What follows belongs to an exercise in optimizing a design on an open flow for small area and a short achievable clock period; a production flow would make more cautious choices. Only simulation tests tie the RTL to the original design; equivalence was not proved. The clock port is modelled as an ideal driver; clocking choices that lean on that would not hold on a real chip.

rev 12:
## mul_pipe
module mul_pipe (
    input  logic        clk,
    input  logic        reset_n,
    input  logic        valid_i,
    input  logic [2:0]  funct3_i,
    input  logic [31:0] op1_data_i,
    input  logic [31:0] op2_data_i,
    input  logic [4:0]  rd_i,
    input  logic        ctrl_reg_write_i,
    input  logic        flush_i,
    output logic        valid_result_o,
    output logic [31:0] result_o,
    output logic [4:0]  rd_o,
    output logic        ctrl_reg_write_o,
    output logic        op_ending_o,
    output logic        busy_o,
    output logic        unsupported_o
);
export LEC_CHECK = 0
export ABC_AREA = 1
export CAP_MARGIN = 20
export CORE_MARGIN = 2
export CORE_UTILIZATION = 40
export SETUP_SLACK_MARGIN = 5
export SLEW_MARGIN = 20
create_clock -name core_clock -period 10.0 [get_ports {clk}]
standard.sh (not shown) runs the stock make flow with config.mk's settings and CLKGATE_MAP_FILE= SYNTH_SCRIPT=/design/flow/synth_recipe.tcl, a recipe that flattens the netlist after the stock synthesis.
==> flow/flow/run.sh <==
#!/bin/bash
# Own layout flow: the standard flow with these changes.
#  1. Synthesis: ORFS's synth.tcl, but Yosys's generic ABC pass before adder
#     extraction is skipped and only full adders are extracted, so the
#     design's explicit full adders map to full-adder cells without inverters.
#     The registers are exactly those of the standard synthesis.
#  2. After CTS (POST_CTS_TCL hook), the clock of the internal E1 pipeline
#     registers is delayed (useful skew between internal registers only) and
#     setup and hold are repaired there, since CTS's own repair is skipped.
#  3. Port buffers are the smallest buffer; the clock tree uses clkbuf_8 and
#     no dummy loads.
#  4. Timing repair aims at a shorter period than the constraint (setup margin).
# Each tool's output goes to a log file in the work folder.
set -euo pipefail
W=$PWD
# the modified synthesis script
sed -e 's|synth -top $::env(DESIGN_NAME) -run fine: {\*}$synth_full_args|synth -top $::env(DESIGN_NAME) -run fine: -noabc {*}$synth_full_args|' \
    -e 's|extract_fa {\*}\[dont_use_extract_fa_args\]|extract_fa -fa|' \
    "$FLOW_HOME/scripts/synth.tcl" > "$W/own_synth.tcl"
grep -q -- '-run fine: -noabc' "$W/own_synth.tcl"
grep -q -- 'extract_fa -fa' "$W/own_synth.tcl"
sed -e "s|source \$::env(SCRIPTS_DIR)/synth.tcl|source $W/own_synth.tcl|" synth_recipe.tcl > "$W/own_synth_recipe.tcl"
grep -q "own_synth.tcl" "$W/own_synth_recipe.tcl"
sed -e "s|SYNTH_SCRIPT=[^ ]*|SYNTH_SCRIPT=$W/own_synth_recipe.tcl|" standard.sh > "$W/own_standard.sh"
grep -q "own_synth_recipe.tcl" "$W/own_standard.sh"
# repair aims at a period well below the 10 ns constraint (setup margin)
EXTRA=("SETUP_SLACK_MARGIN=5.5")
# smallest buffers on the ports (timing repair upsizes where needed), and a
# clock tree of smaller buffers without dummy loads
EXTRA+=("BUFFER_PORTS_ARGS=-buffer_cell sky130_fd_sc_hd__buf_1")
EXTRA+=("CTS_ARGS=-sink_clustering_enable -repair_clock_nets -dont_use_dummy_load -buf_list sky130_fd_sc_hd__clkbuf_8")
if [[ -f "$W/flow/skew.tcl" ]]; then
  EXTRA+=("POST_CTS_TCL=$W/flow/skew.tcl" "SKIP_CTS_REPAIR_TIMING=1")
fi
bash "$W/own_standard.sh" "${EXTRA[@]}" finish > "$W/make_flow.log" 2>&1
test -s "$W/out/final.def"
Other scripts of this flow, unchanged in this note and not shown: flow/flow/skew.tcl
Inputs modified between rev 12 and rev 13:
--- a/flow/flow/run.sh
+++ b/flow/flow/run.sh
@@ -2 +2 @@
-# Own layout flow: the standard flow with these changes.
+# Own layout flow: the standard flow with two changes.
@@ -10,3 +10 @@
-#  3. Port buffers are the smallest buffer; the clock tree uses clkbuf_8 and
-#     no dummy loads.
-#  4. Timing repair aims at a shorter period than the constraint (setup margin).
+#  3. Timing repair aims at a shorter period than the constraint (setup margin).
@@ -28,4 +25,0 @@
-# smallest buffers on the ports (timing repair upsizes where needed), and a
-# clock tree of smaller buffers without dummy loads
-EXTRA+=("BUFFER_PORTS_ARGS=-buffer_cell sky130_fd_sc_hd__buf_1")
-EXTRA+=("CTS_ARGS=-sink_clustering_enable -repair_clock_nets -dont_use_dummy_load -buf_list sky130_fd_sc_hd__clkbuf_8")
Delta (rev 13 minus rev 12): total wirelength of the detailed-routed design shows an increase of 0.37%; worst setup skew after layout flat; global-route usage over all layers shows no meaningful change.

## afterwards: timing with drivers on the ports
The results above use ideal ports. As a check the final layouts listed here were re-extracted and re-timed, cells and wires unchanged. Step 1, drivers: a clkbuf_16 drives clk and a buf_2 each remaining input, both assumed. Step 2, shift: input delay + t, output delay - t, t = (earliest + latest rising clock arrival at the registers) / 2. This alone moves slack from input paths to output paths. Three values: ideal ports, drivers, drivers and shift; two values: the first two.
run | t (ns) | slack for setup (ns) | worst setup path after step 2 | latest minus earliest clock arrival (ns) | worst register clock-pin slew, ns | pins driven straight from the clock port
rev 12 | 1.240 | 5.548 / 5.524 / 5.524 | input to output | 1.155 / 1.155 | 0.08 / 0.08 | 1
rev 13 | 1.192 | 5.605 / 5.583 / 5.583 | input to output | 1.152 / 1.152 | 0.12 / 0.12 | 1
Clock arrivals are far apart in rev 12 and rev 13, so t is only a midpoint there and step 2 fits no single register. The setup slack of rev 12, which loses most, moves by -0.024 ns with the drivers and by -0.024 ns with both steps.
